Source: an optimization exercise on an open RTL-to-GDS flow (aim: small area, a short achievable clock period and few clock cycles per item). Production flows keep margins and buffers that such runs may drop. At most, simulation tests tie the RTL to the original design; equivalence was not proved. Power and IR drop assume default switching activity.

==> flow/design.v <==
package fir_pkg;
    localparam int TAPS = 64;
    localparam int DW   = 16;
    localparam int CW   = 16;
    localparam int OW   = DW + CW + $clog2(TAPS);
    localparam int IW   = $clog2(TAPS);
    typedef logic signed [DW-1:0] sample_t;
    typedef logic signed [CW-1:0] coeff_t;
    typedef logic signed [OW-1:0] acc_t;
    typedef enum logic [1:0] {
        IDLE,
        MAC,
        DONE
    } state_t;
endpackage
module fir_coeff_rom (
    input  logic [fir_pkg::IW-1:0]        idx,
    output logic signed [fir_pkg::CW-1:0] coeff
);
    always_comb begin
        case (idx)
            6'd0: coeff =  16'sd512;
            6'd1: coeff =  16'sd496;
            6'd2: coeff =  16'sd480;
            6'd3: coeff =  16'sd464;
            6'd4: coeff =  16'sd448;
            6'd5: coeff =  16'sd432;
            6'd6: coeff =  16'sd416;
            6'd7: coeff =  16'sd400;
            6'd8: coeff =  16'sd384;
            6'd9: coeff =  16'sd368;
            6'd10: coeff =  16'sd352;
            6'd11: coeff =  16'sd336;
            6'd12: coeff =  16'sd320;
            6'd13: coeff =  16'sd304;
            6'd14: coeff =  16'sd288;
            6'd15: coeff =  16'sd272;
            6'd16: coeff =  16'sd256;
            6'd17: coeff =  16'sd240;
            6'd18: coeff =  16'sd224;
            6'd19: coeff =  16'sd208;
            6'd20: coeff =  16'sd192;
            6'd21: coeff =  16'sd176;
            6'd22: coeff =  16'sd160;
            6'd23: coeff =  16'sd144;
            6'd24: coeff =  16'sd128;
            6'd25: coeff =  16'sd112;
            6'd26: coeff =  16'sd96;
            6'd27: coeff =  16'sd80;
            6'd28: coeff =  16'sd64;
            6'd29: coeff =  16'sd48;
            6'd30: coeff =  16'sd32;
            6'd31: coeff =  16'sd16;
            6'd32: coeff =  16'sd0;
            6'd33: coeff = -16'sd16;
            6'd34: coeff = -16'sd32;
            6'd35: coeff = -16'sd48;
            6'd36: coeff = -16'sd64;
            6'd37: coeff = -16'sd80;
            6'd38: coeff = -16'sd96;
            6'd39: coeff = -16'sd112;
            6'd40: coeff = -16'sd128;
            6'd41: coeff = -16'sd144;
            6'd42: coeff = -16'sd160;
            6'd43: coeff = -16'sd176;
            6'd44: coeff = -16'sd192;
            6'd45: coeff = -16'sd208;
            6'd46: coeff = -16'sd224;
            6'd47: coeff = -16'sd240;
            6'd48: coeff = -16'sd256;
            6'd49: coeff = -16'sd272;
            6'd50: coeff = -16'sd288;
            6'd51: coeff = -16'sd304;
            6'd52: coeff = -16'sd320;
            6'd53: coeff = -16'sd336;
            6'd54: coeff = -16'sd352;
            6'd55: coeff = -16'sd368;
            6'd56: coeff = -16'sd384;
            6'd57: coeff = -16'sd400;
            6'd58: coeff = -16'sd416;
            6'd59: coeff = -16'sd432;
            6'd60: coeff = -16'sd448;
            6'd61: coeff = -16'sd464;
            6'd62: coeff = -16'sd480;
            6'd63: coeff = -16'sd496;
            default: coeff = '0;
        endcase
    end
endmodule
module fir_filter (
    input  logic                          clk,
    input  logic                          rst,
    input  logic signed [fir_pkg::DW-1:0] FIR_input,
    input  logic                          input_valid,
    output logic signed [fir_pkg::OW-1:0] FIR_output,
    output logic                          output_valid
);
    localparam int DW   = fir_pkg::DW;
    localparam int TAPS = fir_pkg::TAPS;
    localparam int TW   = 26;                 
    localparam int SW   = 22;                 
    logic signed [DW-1:0]   d [0:TAPS-1];
    logic [6:0]             cnt;              
    logic signed [TW-1:0]   t;                
    logic signed [SW-1:0]   s;                
    logic signed [TW-1:0]   y;                
    logic signed [TW-1:0]   a, t_new;
    logic signed [SW-1:0]   b, s_new;
    fir_state u_state (
        .t     (t),
        .s     (s),
        .d_old (d[TAPS-1]),
        .cnt   (cnt),
        .a     (a),
        .b     (b)
    );
    fir_addx u_addx (
        .a     (a),
        .b     (b),
        .x     (FIR_input),
        .t_new (t_new),
        .s_new (s_new)
    );
    always_ff @(posedge clk) begin
        y <= t_new;
        if (input_valid) begin
            d[0] <= FIR_input;
            for (int k = 1; k < TAPS; k++) d[k] <= d[k-1];
            t <= t_new;
            s <= s_new;
        end
    end
    always_ff @(posedge clk) begin
        if (rst) begin
            cnt          <= '0;
            output_valid <= 1'b0;
        end else begin
            output_valid <= input_valid;
            if (input_valid && !cnt[6]) cnt <= cnt + 7'd1;
        end
    end
    assign FIR_output = {{(fir_pkg::OW-TW-4){y[TW-1]}}, y, 4'b0000};
endmodule
module fir_state (
    input  logic signed [25:0] t,
    input  logic signed [21:0] s,
    input  logic signed [15:0] d_old,
    input  logic [6:0]         cnt,
    output logic signed [25:0] a,
    output logic signed [21:0] b
);
    logic                empty;
    logic signed [15:0]  old;
    assign empty = (cnt == 7'd0);
    assign old   = cnt[6] ? d_old : '0;
    assign a     = empty ? '0 : t - 26'(s) + (26'(old) <<< 5);
    assign b     = empty ? '0 : s - 22'(old);
endmodule
module fir_addx (
    input  logic signed [25:0] a,
    input  logic signed [21:0] b,
    input  logic signed [15:0] x,
    output logic signed [25:0] t_new,
    output logic signed [21:0] s_new
);
    logic [16:0] t_c, s_c;
    logic [4:0]  a_hi, a_up, a_dn;
    logic [5:0]  b_hi, b_up, b_dn;
    assign a_hi = a[25:21];
    assign b_hi = b[21:16];
    assign a_up = a_hi + 1'b1;
    assign a_dn = a_hi - 1'b1;
    assign b_up = b_hi + 1'b1;
    assign b_dn = b_hi - 1'b1;
    assign t_c  = {1'b0, a[20:5]} + {1'b0, x};
    assign s_c  = {1'b0, b[15:0]} + {1'b0, x};
    assign t_new = {(t_c[16] == x[15]) ? a_hi : t_c[16] ? a_up : a_dn, t_c[15:0], a[4:0]};
    assign s_new = {(s_c[16] == x[15]) ? b_hi : s_c[16] ? b_up : b_dn, s_c[15:0]};
endmodule
clock: 12.0 ns
lec_check: 0
abc_clock_period_in_ps: 1500
cap_margin: 20
core_margin: 2
core_utilization: 60
slew_margin: 20
synth_hierarchical: 1
synth_minimum_keep_size: 0
standard.sh (not shown) runs the stock make flow with config.mk's settings and CLKGATE_MAP_FILE= SYNTH_SCRIPT=/design/flow/synth_recipe.tcl, a recipe that flattens the netlist after the stock synthesis.
==> flow/flow/run.sh <==
#!/bin/bash
# The standard layout, with these changes to how it optimises:
#  - timing repair aims well past the required period (a setup margin),
#  - resizing may change a cell's footprint (the platform pins it otherwise),
#  - port buffers start as plain buffers instead of delay cells,
#  - the clock tree has no dummy loads.
set -euo pipefail
bash standard.sh \
  SETUP_SLACK_MARGIN=8.7 \
  MATCH_CELL_FOOTPRINT=0 \
  "BUFFER_PORTS_ARGS=-buffer_cell sky130_fd_sc_hd__buf_4" \
  "CTS_ARGS=-sink_clustering_enable -repair_clock_nets -dont_use_dummy_load -sink_clustering_size 25 -sink_clustering_max_diameter 80" \
  finish > standard.log 2>&1
Rerun with:
--- a/flow/design.v
+++ b/flow/design.v
@@ -150,30 +150,68 @@
     output logic signed [21:0] b
 );
     logic                empty;
     logic signed [15:0]  old;
+    logic [25:0]         tm, sm, om, u, v;
+    logic [21:0]         sb, ob;
     assign empty = (cnt == 7'd0);
     assign old   = cnt[6] ? d_old : '0;
-    assign a     = empty ? '0 : t - 26'(s) + (26'(old) <<< 5);
-    assign b     = empty ? '0 : s - 22'(old);
+    assign tm    = empty ? '0 : t;
+    assign sm    = ~(empty ? '0 : 26'(s));
+    assign om    = 26'(old) << 5;
+    assign u     = tm ^ sm ^ om;
+    assign v     = {((tm & sm) | (tm & om) | (sm & om)), 1'b1};
+    assign sb    = empty ? '0 : s;
+    assign ob    = ~(22'(old));
+    fir_padd #(.W(26)) u_a (.a(u),  .b(v),  .cin(1'b0), .sum(a), .cout());
+    fir_padd #(.W(22)) u_b (.a(sb), .b(ob), .cin(1'b1), .sum(b), .cout());
 endmodule
 module fir_addx (
     input  logic signed [25:0] a,
     input  logic signed [21:0] b,
     input  logic signed [15:0] x,
     output logic signed [25:0] t_new,
     output logic signed [21:0] s_new
 );
-    logic [16:0] t_c, s_c;
+    logic [15:0] t_lo, s_lo;
+    logic        t_c, s_c;
     logic [4:0]  a_hi, a_up, a_dn;
     logic [5:0]  b_hi, b_up, b_dn;
     assign a_hi = a[25:21];
     assign b_hi = b[21:16];
     assign a_up = a_hi + 1'b1;
     assign a_dn = a_hi - 1'b1;
     assign b_up = b_hi + 1'b1;
     assign b_dn = b_hi - 1'b1;
-    assign t_c  = {1'b0, a[20:5]} + {1'b0, x};
-    assign s_c  = {1'b0, b[15:0]} + {1'b0, x};
-    assign t_new = {(t_c[16] == x[15]) ? a_hi : t_c[16] ? a_up : a_dn, t_c[15:0], a[4:0]};
-    assign s_new = {(s_c[16] == x[15]) ? b_hi : s_c[16] ? b_up : b_dn, s_c[15:0]};
-endmodule
+    fir_padd #(.W(16)) u_t (.a(a[20:5]),  .b(x), .cin(1'b0), .sum(t_lo), .cout(t_c));
+    fir_padd #(.W(16)) u_s (.a(b[15:0]),  .b(x), .cin(1'b0), .sum(s_lo), .cout(s_c));
+    assign t_new = {(t_c == x[15]) ? a_hi : t_c ? a_up : a_dn, t_lo, a[4:0]};
+    assign s_new = {(s_c == x[15]) ? b_hi : s_c ? b_up : b_dn, s_lo};
+endmodule
+module fir_padd #(
+    parameter int W = 16
+) (
+    input  logic [W-1:0] a,
+    input  logic [W-1:0] b,
+    input  logic         cin,
+    output logic [W-1:0] sum,
+    output logic         cout
+);
+    localparam int N  = W + 1;
+    localparam int LV = $clog2(N);
+    logic [(LV+1)*N-1:0] g, p;
+    assign g[N-1:0] = {a & b, cin};
+    assign p[N-1:0] = {a ^ b, 1'b0};
+    for (genvar l = 0; l < LV; l++) begin : g_lvl
+        for (genvar i = 0; i < N; i++) begin : g_bit
+            if (i >= (1 << l)) begin : g_op
+                assign g[(l+1)*N+i] = g[l*N+i] | (p[l*N+i] & g[l*N+i-(1<<l)]);
+                assign p[(l+1)*N+i] = p[l*N+i] & p[l*N+i-(1<<l)];
+            end else begin : g_pass
+                assign g[(l+1)*N+i] = g[l*N+i];
+                assign p[(l+1)*N+i] = p[l*N+i];
+            end
+        end
+    end
+    assign sum  = p[W:1] ^ g[LV*N+W-1:LV*N];
+    assign cout = g[LV*N+W];
+endmodule
- worst setup slack degrades by 0.61 ns
- maximum frequency falls by 11%
- cell count is higher by 3.5%
- global-route usage increases by 0.79 points
- routed wire length grows by 5.1%
Function was not checked in any run of this note: the RTL went through the layout flow alone.

========
Setup of garnet:
Another version of the RTL of fir_filter (not shown whole).
For scale: roughly 1800 cells after synthesis, ~1100 flip-flops, roughly 58 I/O pins, roughly 0.037 mm2 of cells after synthesis.
==> module fir_filter, before the edit <==
module fir_filter (
    input  logic                          clk,
    input  logic                          rst,
    input  logic signed [fir_pkg::DW-1:0] FIR_input,
    input  logic                          input_valid,
    output logic signed [fir_pkg::OW-1:0] FIR_output,
    output logic                          output_valid
);
    localparam int DW   = fir_pkg::DW;
    localparam int TAPS = fir_pkg::TAPS;
    localparam int TW   = 26;                 
    localparam int SW   = 22;                 
    logic signed [DW-1:0]   d [0:TAPS-1];
    logic [6:0]             cnt;              
    logic signed [TW-1:0]   t;
    logic signed [SW-1:0]   s;
    logic signed [DW-1:0]   old;              
    assign old = cnt[6] ? d[TAPS-1] : '0;
    always_ff @(posedge clk) begin
        if (input_valid) begin
            d[0] <= FIR_input;
            for (int k = 1; k < TAPS; k++) d[k] <= d[k-1];
        end
    end
    always_ff @(posedge clk) begin
        if (rst) begin
            cnt          <= '0;
            t            <= '0;
            s            <= '0;
            output_valid <= 1'b0;
        end else begin
            output_valid <= input_valid;
            if (input_valid) begin
                if (!cnt[6]) cnt <= cnt + 7'd1;
                t <= t - TW'(s) + (TW'(old) <<< 5) + (TW'(FIR_input) <<< 5);
                s <= s - SW'(old) + SW'(FIR_input);
            end
        end
    end
    assign FIR_output = {{(fir_pkg::OW-TW-4){t[TW-1]}}, t, 4'b0000};
endmodule
Settings: LEC_CHECK=0, ABC_CLOCK_PERIOD_IN_PS=3000, CAP_MARGIN=20, CORE_MARGIN=2, CORE_UTILIZATION=60, SLEW_MARGIN=20; clock period 12.0 ns.
==> flow/flow/run.sh <==
#!/bin/bash
# Standard layout, with timing repair aiming well past the required period and
# a clock tree without dummy loads.
set -euo pipefail
bash standard.sh SETUP_SLACK_MARGIN=8.5 \
  "CTS_ARGS=-sink_clustering_enable -repair_clock_nets -dont_use_dummy_load -sink_clustering_size 25 -sink_clustering_max_diameter 80" \
  finish > standard.log 2>&1
diff inputs: garnet => nickel
==> flow/design.v, changed modules only <==
module fir_filter (
    input  logic                          clk,
    input  logic                          rst,
    input  logic signed [fir_pkg::DW-1:0] FIR_input,
    input  logic                          input_valid,
    output logic signed [fir_pkg::OW-1:0] FIR_output,
    output logic                          output_valid
);
    localparam int DW   = fir_pkg::DW;
    localparam int TAPS = fir_pkg::TAPS;
    localparam int TW   = 26;                 
    localparam int SW   = 22;                 
    logic signed [DW-1:0]   d [0:TAPS-1];
    logic [6:0]             cnt;              
    logic signed [TW-1:0]   t;
    logic signed [SW-1:0]   s;
    logic                   empty;            
    logic signed [DW-1:0]   old;              
    logic signed [TW-1:0]   a;                
    logic signed [SW-1:0]   b;                
    assign empty = (cnt == 7'd0);
    assign old   = cnt[6] ? d[TAPS-1] : '0;
    assign a     = empty ? '0 : t - TW'(s) + (TW'(old) <<< 5);
    assign b     = empty ? '0 : s - SW'(old);
    always_ff @(posedge clk) begin
        if (input_valid) begin
            d[0] <= FIR_input;
            for (int k = 1; k < TAPS; k++) d[k] <= d[k-1];
            t <= {a[TW-1:5] + (TW-5)'(FIR_input), a[4:0]};
            s <= b + SW'(FIR_input);
        end
    end
    always_ff @(posedge clk) begin
        if (rst) begin
            cnt          <= '0;
            output_valid <= 1'b0;
        end else begin
            output_valid <= input_valid;
            if (input_valid && !cnt[6]) cnt <= cnt + 7'd1;
        end
    end
    assign FIR_output = {{(fir_pkg::OW-TW-4){t[TW-1]}}, t, 4'b0000};
endmodule
==> notes.md <==
Combinational fraction of design power on nickel is down relative to garnet.
Looking at total detailed-routing wirelength, nickel sits about 2.8% above garnet.
Average instance area after synthesis: nickel vs garnet down about 2%
Compared with garnet, nickel shows a first-pass GRT wire length that is about 1.7% higher.
Min worst path setup slack after routing across nickel and garnet: garnet
Between nickel and garnet, the total power does not differ in any meaningful way.
Testbench counts of nickel, summed over its fixed seeds: cycles 2,408, items 2,400.
No functional check of the RTL was part of garnet.

========
Another version of the RTL of fir_filter (not shown whole).
Size in the first run: about 1700 cells after synthesis, ~1100 flip-flops, roughly 58 I/O pins, roughly 0.037 mm2 of cells after synthesis.
==> module fir_filter, before the edit <==
module fir_filter (
    input  logic                          clk,
    input  logic                          rst,
    input  logic signed [fir_pkg::DW-1:0] FIR_input,
    input  logic                          input_valid,
    output logic signed [fir_pkg::OW-1:0] FIR_output,
    output logic                          output_valid
);
    localparam int DW   = fir_pkg::DW;
    localparam int TAPS = fir_pkg::TAPS;
    localparam int TW   = 26;                 
    localparam int SW   = 22;                 
    logic signed [DW-1:0]   d [0:TAPS-1];
    logic [6:0]             cnt;              
    logic signed [TW-1:0]   t;
    logic signed [SW-1:0]   s;
    logic                   empty;            
    logic signed [DW-1:0]   old;              
    assign empty = (cnt == 7'd0);
    assign old   = cnt[6] ? d[TAPS-1] : '0;
    logic [TW-1:0] tm, sm, om, xm, u, v, p, q, t_new;
    assign tm    = empty ? '0 : t;
    assign sm    = ~(empty ? '0 : TW'(s));
    assign om    = TW'(old) << 5;
    assign xm    = TW'(FIR_input) << 5;
    assign u     = tm ^ sm ^ om;
    assign v     = {((tm & sm) | (tm & om) | (sm & om)), 1'b1};
    assign p     = u ^ v ^ xm;
    assign q     = {((u & v) | (u & xm) | (v & xm)), 1'b0};
    assign t_new = p + q;
    logic signed [SW-1:0] b;                  
    logic [DW:0]          s_c;
    logic [SW-DW-1:0]     b_up, b_dn, s_hi;
    assign b    = empty ? '0 : s - SW'(old);
    assign b_up = b[SW-1:DW] + 1'b1;
    assign b_dn = b[SW-1:DW] - 1'b1;
    assign s_c  = {1'b0, b[DW-1:0]} + {1'b0, FIR_input};
    assign s_hi = (s_c[DW] == FIR_input[DW-1]) ? b[SW-1:DW] : s_c[DW] ? b_up : b_dn;
    always_ff @(posedge clk) begin
        if (input_valid) begin
            d[0] <= FIR_input;
            for (int k = 1; k < TAPS; k++) d[k] <= d[k-1];
            t <= t_new;
            s <= {s_hi, s_c[DW-1:0]};
        end
    end
    always_ff @(posedge clk) begin
        if (rst) begin
            cnt          <= '0;
            output_valid <= 1'b0;
        end else begin
            output_valid <= input_valid;
            if (input_valid && !cnt[6]) cnt <= cnt + 7'd1;
        end
    end
    assign FIR_output = {{(fir_pkg::OW-TW-4){t[TW-1]}}, t, 4'b0000};
endmodule
export LEC_CHECK = 0
export ABC_CLOCK_PERIOD_IN_PS = 1500
export CAP_MARGIN = 20
export CORE_MARGIN = 2
export CORE_UTILIZATION = 60
export SLEW_MARGIN = 20
create_clock -name core_clock -period 12.0 [get_ports {clk}]
Scripts as last shown in full above: flow/flow/run.sh
Change:
--- a/flow/design.v
+++ b/flow/design.v
@@ -105,32 +105,34 @@
     logic signed [SW-1:0]   s;
     logic                   empty;            
     logic signed [DW-1:0]   old;              
+    logic signed [TW-1:0]   a;                
+    logic signed [SW-1:0]   b;                
     assign empty = (cnt == 7'd0);
     assign old   = cnt[6] ? d[TAPS-1] : '0;
-    logic [TW-1:0] tm, sm, om, xm, u, v, p, q, t_new;
-    assign tm    = empty ? '0 : t;
-    assign sm    = ~(empty ? '0 : TW'(s));
-    assign om    = TW'(old) << 5;
-    assign xm    = TW'(FIR_input) << 5;
-    assign u     = tm ^ sm ^ om;
-    assign v     = {((tm & sm) | (tm & om) | (sm & om)), 1'b1};
-    assign p     = u ^ v ^ xm;
-    assign q     = {((u & v) | (u & xm) | (v & xm)), 1'b0};
-    assign t_new = p + q;
-    logic signed [SW-1:0] b;                  
-    logic [DW:0]          s_c;
-    logic [SW-DW-1:0]     b_up, b_dn, s_hi;
-    assign b    = empty ? '0 : s - SW'(old);
+    assign a     = empty ? '0 : t - TW'(s) + (TW'(old) <<< 5);
+    assign b     = empty ? '0 : s - SW'(old);
+    logic [DW:0]          t_c, s_c;
+    logic [DW-1:0]        t_lo, s_lo;
+    logic [TW-DW-6:0]     t_hi;
+    logic [SW-DW-1:0]     s_hi;
+    logic [TW-DW-6:0]     a_up, a_dn;
+    logic [SW-DW-1:0]     b_up, b_dn;
+    assign a_up = a[TW-1:DW+5] + 1'b1;
+    assign a_dn = a[TW-1:DW+5] - 1'b1;
     assign b_up = b[SW-1:DW] + 1'b1;
     assign b_dn = b[SW-1:DW] - 1'b1;
+    assign t_c  = {1'b0, a[DW+4:5]} + {1'b0, FIR_input};
     assign s_c  = {1'b0, b[DW-1:0]} + {1'b0, FIR_input};
-    assign s_hi = (s_c[DW] == FIR_input[DW-1]) ? b[SW-1:DW] : s_c[DW] ? b_up : b_dn;
+    assign t_lo = t_c[DW-1:0];
+    assign s_lo = s_c[DW-1:0];
+    assign t_hi = (t_c[DW] == FIR_input[DW-1]) ? a[TW-1:DW+5] : t_c[DW] ? a_up : a_dn;
+    assign s_hi = (s_c[DW] == FIR_input[DW-1]) ? b[SW-1:DW]   : s_c[DW] ? b_up : b_dn;
     always_ff @(posedge clk) begin
         if (input_valid) begin
             d[0] <= FIR_input;
             for (int k = 1; k < TAPS; k++) d[k] <= d[k-1];
-            t <= t_new;
-            s <= {s_hi, s_c[DW-1:0]};
+            t <= {t_hi, t_lo, a[4:0]};
+            s <= {s_hi, s_lo};
         end
     end
     always_ff @(posedge clk) begin
Effect: The new run went through all stages and came out clean. Power went up by 9.0%. Cell area came out higher by 1.5%. Critical path depth increases by 7. Area after synthesis goes up by 0.70%. Worst hold slack gets worse by 0.049 ns. Routed wire length grows by about 4%. Sequential share of layout area falls by 1.2 points. Via count rises by 4.8%. Non-clock buffer count rose by 15. Fmax came out lower by 3.5%. Setup slack is worse by 0.19 ns. Sequential power stays flat. Clock-buffer cell count does not change. Clock power barely changes.
No functional check of the RTL was part of any run of this note.

separate check: timing with driven ports:
The flow's constraints put no driver on any port. The routed layouts listed below were extracted and timed again, unchanged, in two steps. Step 1 assumes that a clkbuf_16 drives the clock port and a buf_2 every other input. Step 2 also shifts input and output timing later by t, the mid clock arrival at the registers, as if the neighbouring blocks saw the same clock. Slacks: ideal / step 1 / step 2; pairs: ideal / step 1.
run | t, ns | slack for setup (ns) | worst data-port slew with drivers (ns)
the first run of note 1 | 0.656 | 6.816 / 6.816 / 6.499 | 0.27
the second run of note 1 | 0.657 | 6.206 / 6.206 / 6.206 | 0.16
garnet | 0.657 | 6.995 / 7.004 / 6.347 | 0.20
nickel | 0.661 | 7.267 / 7.293 / 6.642 | 0.15
the first run of note 3 | 0.660 | 6.797 / 6.798 / 6.138 | 0.26
the second run of note 3 | 0.642 | 6.607 / 6.607 / 6.255 | 0.26
After both steps every run listed still meets setup and hold. The setup slack of the first run of note 3, which loses most, moves by +0.001 ns with the drivers and by -0.659 ns with both steps.
